This is an optimization exercise on Yosys and OpenROAD, whose aim is a short achievable clock period and few clock cycles, not a production implementation.
The RTL was checked by simulation tests, not by an equivalence proof against the original design.
Power figures rest on the tool's default switching activity, not on a simulated workload.

==> flow/design.v <==
`default_nettype none
package biquad_pkg;
    typedef enum logic [1:0] {
        ST_IDLE      = 2'd0,
        ST_FETCH     = 2'd1,
        ST_NEXT      = 2'd2,
        ST_WAIT_SWAP = 2'd3
    } loader_state_t;
    localparam int B0 = 0;
    localparam int B1 = 1;
    localparam int B2 = 2;
    localparam int A1 = 3;
    localparam int A2 = 4;
    localparam int DEFAULT_TIMEOUT = 255;
endpackage
`default_nettype wire
`default_nettype none
module biquad_coeff_bank #(
    parameter int  DATA_W = 64,
    parameter int  N_SECT = 4,
    parameter int  N_COEF = 5,
    localparam int N_WORDS = N_SECT * N_COEF,
    localparam int SECT_W = (N_SECT > 1) ? $clog2(N_SECT) : 1,
    localparam int IDX_W  = (N_COEF > 1) ? $clog2(N_COEF) : 1
) (
    input  logic               clk,
    input  logic               rst,
    input  logic [N_WORDS-1:0] i_wr_sel,     
    input  logic [DATA_W-1:0]  i_wr_dat,
    input  logic               i_swap,       
    input  logic               i_last_pend,  
    input  logic [SECT_W-1:0]  i_rd_sect,
    input  logic [IDX_W-1:0]   i_rd_idx,
    output logic [DATA_W-1:0]  o_rd_dat
);
    logic [DATA_W-1:0] r_bank0 [N_WORDS];
    logic [DATA_W-1:0] r_bank1 [N_WORDS];
    logic              r_sel;     
    logic              r_zero;    
    logic [DATA_W-1:0] r_rd_dat;
    logic [DATA_W-1:0] w_s0 [N_COEF];    
    logic [DATA_W-1:0] w_s1 [N_COEF];    
    logic [DATA_W-1:0] w_m0, w_m1, w_rd_nxt;
    logic              w_hit_last, w_use1, w_mask, w_fwd;
    always_comb begin
        for (int c = 0; c < N_COEF; c++) begin
            w_s0[c] = r_bank0[c];
            w_s1[c] = r_bank1[c];
            for (int s = 1; s < N_SECT; s++) begin
                if (i_rd_sect == SECT_W'(s)) begin
                    w_s0[c] = r_bank0[s*N_COEF + c];
                    w_s1[c] = r_bank1[s*N_COEF + c];
                end
            end
        end
        w_m0 = '0;
        w_m1 = '0;
        for (int c = 0; c < N_COEF; c++) begin
            if (i_rd_idx == IDX_W'(c)) begin
                w_m0 = w_s0[c];
                w_m1 = w_s1[c];
            end
        end
        w_hit_last = (i_rd_sect == SECT_W'(N_SECT-1)) && (i_rd_idx == IDX_W'(N_COEF-1));
        w_use1 = r_sel ^ i_swap;
        w_mask = r_zero && !i_swap;
        w_fwd  = i_swap && i_last_pend && w_hit_last;
        if (w_fwd)
            w_rd_nxt = i_wr_dat;
        else if (w_mask)
            w_rd_nxt = '0;
        else
            w_rd_nxt = w_use1 ? w_m1 : w_m0;
    end
    always_ff @(posedge clk) begin
        for (int i = 0; i < N_WORDS; i++) begin
            if (i_wr_sel[i] && r_sel)  r_bank0[i] <= i_wr_dat;
            if (i_wr_sel[i] && !r_sel) r_bank1[i] <= i_wr_dat;
        end
    end
    always_ff @(posedge clk or posedge rst) begin
        if (rst) begin
            r_sel    <= 1'b0;
            r_zero   <= 1'b1;
            r_rd_dat <= '0;
        end else begin
            r_sel    <= r_sel ^ i_swap;
            if (i_swap) r_zero <= 1'b0;
            r_rd_dat <= w_rd_nxt;
        end
    end
    assign o_rd_dat = r_rd_dat;
endmodule
`default_nettype wire
`default_nettype none
module wb_biquad_coeff_loader #(
    parameter int  DATA_W  = 64,
    parameter int  ADDR_W  = 9,
    parameter int  N_SECT  = 4,
    parameter int  N_COEF  = 5,
    parameter int  TIMEOUT = biquad_pkg::DEFAULT_TIMEOUT,
    localparam int SECT_W  = (N_SECT > 1) ? $clog2(N_SECT) : 1,
    localparam int IDX_W   = (N_COEF > 1) ? $clog2(N_COEF) : 1
) (
    input  logic              wb_clk_i,
    input  logic              wb_rst_i,
    output logic              coeff_wbm_cyc_o,
    output logic              coeff_wbm_stb_o,
    output logic [ADDR_W-1:0] coeff_wbm_adr_o,
    input  logic [DATA_W-1:0] coeff_wbm_dat_i,
    input  logic              coeff_wbm_ack_i,
    input  logic [ADDR_W-1:0] base_adr_i,
    input  logic              load_i,
    input  logic              sample_stb_i,
    input  logic [SECT_W-1:0] rd_sect_i,
    input  logic [IDX_W-1:0]  rd_idx_i,
    output logic [DATA_W-1:0] rd_dat_o,
    output logic              busy_o,
    output logic              done_o,
    output logic              err_o
);
    localparam int c_N_WORDS = N_SECT * N_COEF;
    localparam int TMO_W     = (TIMEOUT > 1) ? $clog2(TIMEOUT) : 1;
    localparam logic [TMO_W-1:0] c_TMO_LAST = TMO_W'(TIMEOUT - 1);
    logic                 r_busy;
    logic                 r_stb;      
    logic                 r_wait;     
    logic                 r_done;
    logic                 r_err;
    logic [ADDR_W-1:0]    r_adr;
    logic [c_N_WORDS-1:0] r_ptr;      
    logic [TMO_W-1:0]     r_tmo;      
    logic w_start, w_ack, w_last, w_last_ack, w_abort, w_swap;
    assign w_start    = load_i && !r_busy;
    assign w_ack      = r_stb && coeff_wbm_ack_i;
    assign w_last     = r_ptr[c_N_WORDS-1];
    assign w_last_ack = w_last && coeff_wbm_ack_i;
    assign w_abort    = r_stb && !coeff_wbm_ack_i && (r_tmo == c_TMO_LAST);
    assign w_swap     = (w_last_ack || r_wait) && sample_stb_i;
    always_ff @(posedge wb_clk_i or posedge wb_rst_i) begin
        if (wb_rst_i) begin
            r_busy <= 1'b0;
            r_stb  <= 1'b0;
            r_wait <= 1'b0;
            r_done <= 1'b0;
            r_err  <= 1'b0;
            r_adr  <= '0;
            r_ptr  <= '0;
            r_tmo  <= '0;
        end else begin
            r_done <= w_swap;
            if (w_start) begin
                r_busy <= 1'b1;
                r_stb  <= 1'b1;
                r_err  <= 1'b0;
                r_adr  <= base_adr_i;
                r_ptr  <= c_N_WORDS'(1);
                r_tmo  <= '0;
            end else if (r_stb) begin
                if (coeff_wbm_ack_i) begin
                    r_tmo <= '0;
                    if (r_ptr[c_N_WORDS-1]) begin
                        r_stb <= 1'b0;
                        r_ptr <= '0;
                        if (sample_stb_i) r_busy <= 1'b0;
                        else              r_wait <= 1'b1;
                    end else begin
                        r_adr <= r_adr + ADDR_W'(1);
                        r_ptr <= r_ptr << 1;
                    end
                end else if (r_tmo == c_TMO_LAST) begin
                    r_stb  <= 1'b0;
                    r_ptr  <= '0;
                    r_busy <= 1'b0;
                    r_err  <= 1'b1;
                end else begin
                    r_tmo <= r_tmo + TMO_W'(1);
                end
            end else if (r_wait && sample_stb_i) begin
                r_wait <= 1'b0;
                r_busy <= 1'b0;
            end
        end
    end
    biquad_coeff_bank #(
        .DATA_W (DATA_W),
        .N_SECT (N_SECT),
        .N_COEF (N_COEF)
    ) u_bank (
        .clk        (wb_clk_i),
        .rst        (wb_rst_i),
        .i_wr_sel   (r_ptr),
        .i_wr_dat   (coeff_wbm_dat_i),
        .i_swap     (w_swap),
        .i_last_pend(w_last),
        .i_rd_sect  (rd_sect_i),
        .i_rd_idx   (rd_idx_i),
        .o_rd_dat   (rd_dat_o)
    );
    assign coeff_wbm_adr_o = r_adr;
    assign coeff_wbm_cyc_o = r_stb;
    assign coeff_wbm_stb_o = r_stb;
    assign busy_o          = r_busy;
    assign done_o          = r_done;
    assign err_o           = r_err;
endmodule
`default_nettype wire
Settings: LEC_CHECK=0, ABC_CLOCK_PERIOD_IN_PS=1000, CAP_MARGIN=20, CORE_MARGIN=2, CORE_UTILIZATION=55, CTS_BUF_LIST=sky130_fd_sc_hd__clkbuf_16, CTS_CLUSTER_DIAMETER=60, CTS_CLUSTER_SIZE=34, SETUP_SLACK_MARGIN=3.6, SLEW_MARGIN=30; clock period 6.0 ns.
run.sh (not shown) runs the stock make flow with config.mk's settings and CLKGATE_MAP_FILE= SYNTH_SCRIPT=/design/flow/synth_recipe.tcl, a recipe that flattens the netlist after the stock synthesis.
The baseline produced a clean layout.
Testbench counts at the start, summed over its fixed seeds: cycles 4,111.
Rerun with:
Settings changed: ABC_CLOCK_PERIOD_IN_PS 1000 to 1200, CORE_UTILIZATION 55 to 63, SETUP_SLACK_MARGIN 3.6 to 3.5.
Routed wire length falls by 5.9%; hold slack degrades by 13 ps; flip-flop and latch count stays the same; global-route usage goes up by 2.8 points.
Rerun with:
Settings changed: CORE_UTILIZATION 63 to 55, SETUP_SLACK_MARGIN 3.5 to 3.3.
After rerunning: Sequential share of layout area increases by 0.29 points. Critical path depth grows by 8. Clock power is higher by about 6%. Global-route usage goes down by 4.6 points. Routed wire length rises by 0.80%. Power climbs by 1.7%. Area after synthesis is unchanged. Worst setup slack degrades by 71 ps. Count of clock-buffer cells in the layout climbs by 14. Non-clock buffer count went down by 29.
Rerun with:
Settings changed: ABC_CLOCK_PERIOD_IN_PS 1200 to 1000, CORE_UTILIZATION 55 to 68, SETUP_SLACK_MARGIN 3.3 to 3.6.
Final area came out higher by 1.0%.
Worst setup slack is better by 75 ps.
Sequential share of layout area goes down by 0.69 points.
Die area shrinks by 19%.

-- static timing again, ports no longer ideal --
Ports are ideal in the flow. The routed layouts listed here were re-timed in OpenROAD. Step 1 sets driving cells, clkbuf_16 on the clock port and buf_2 on the other inputs (assumed; they add their load-dependent delay and slew). Step 2, shift: input delay + t, output delay - t, t = (earliest + latest rising clock arrival at the registers) / 2. This alone moves slack from input paths to output paths. a / b / c = ideal / step 1 / step 2; a / b = the first two.
| run | t (ns) | setup WS [ns] | worst hold slack (ns) | worst slew at a driven data input, ns | pins driven straight from the clock port |
|---|---|---|---|---|---|
| the first run | 0.943 | 3.270 / 3.178 / 2.358 | 0.535 / 0.535 / 0.535 | 0.40 | 1 |
| the second run | 0.905 | 3.310 / 3.219 / 2.353 | 0.521 / 0.521 / 0.521 | 0.32 | 1 |
| the third run | 0.932 | 3.240 / 3.043 / 2.111 | 0.542 / 0.542 / 0.542 | 0.39 | 1 |
| the fourth run | 0.906 | 3.315 / 3.231 / 2.368 | 0.491 / 0.491 / 0.491 | 0.39 | 1 |
After both steps every run listed still meets setup and hold. For the third run, which loses most, drivers alone change the setup slack by -0.197 ns; drivers and shift together by -1.129 ns.
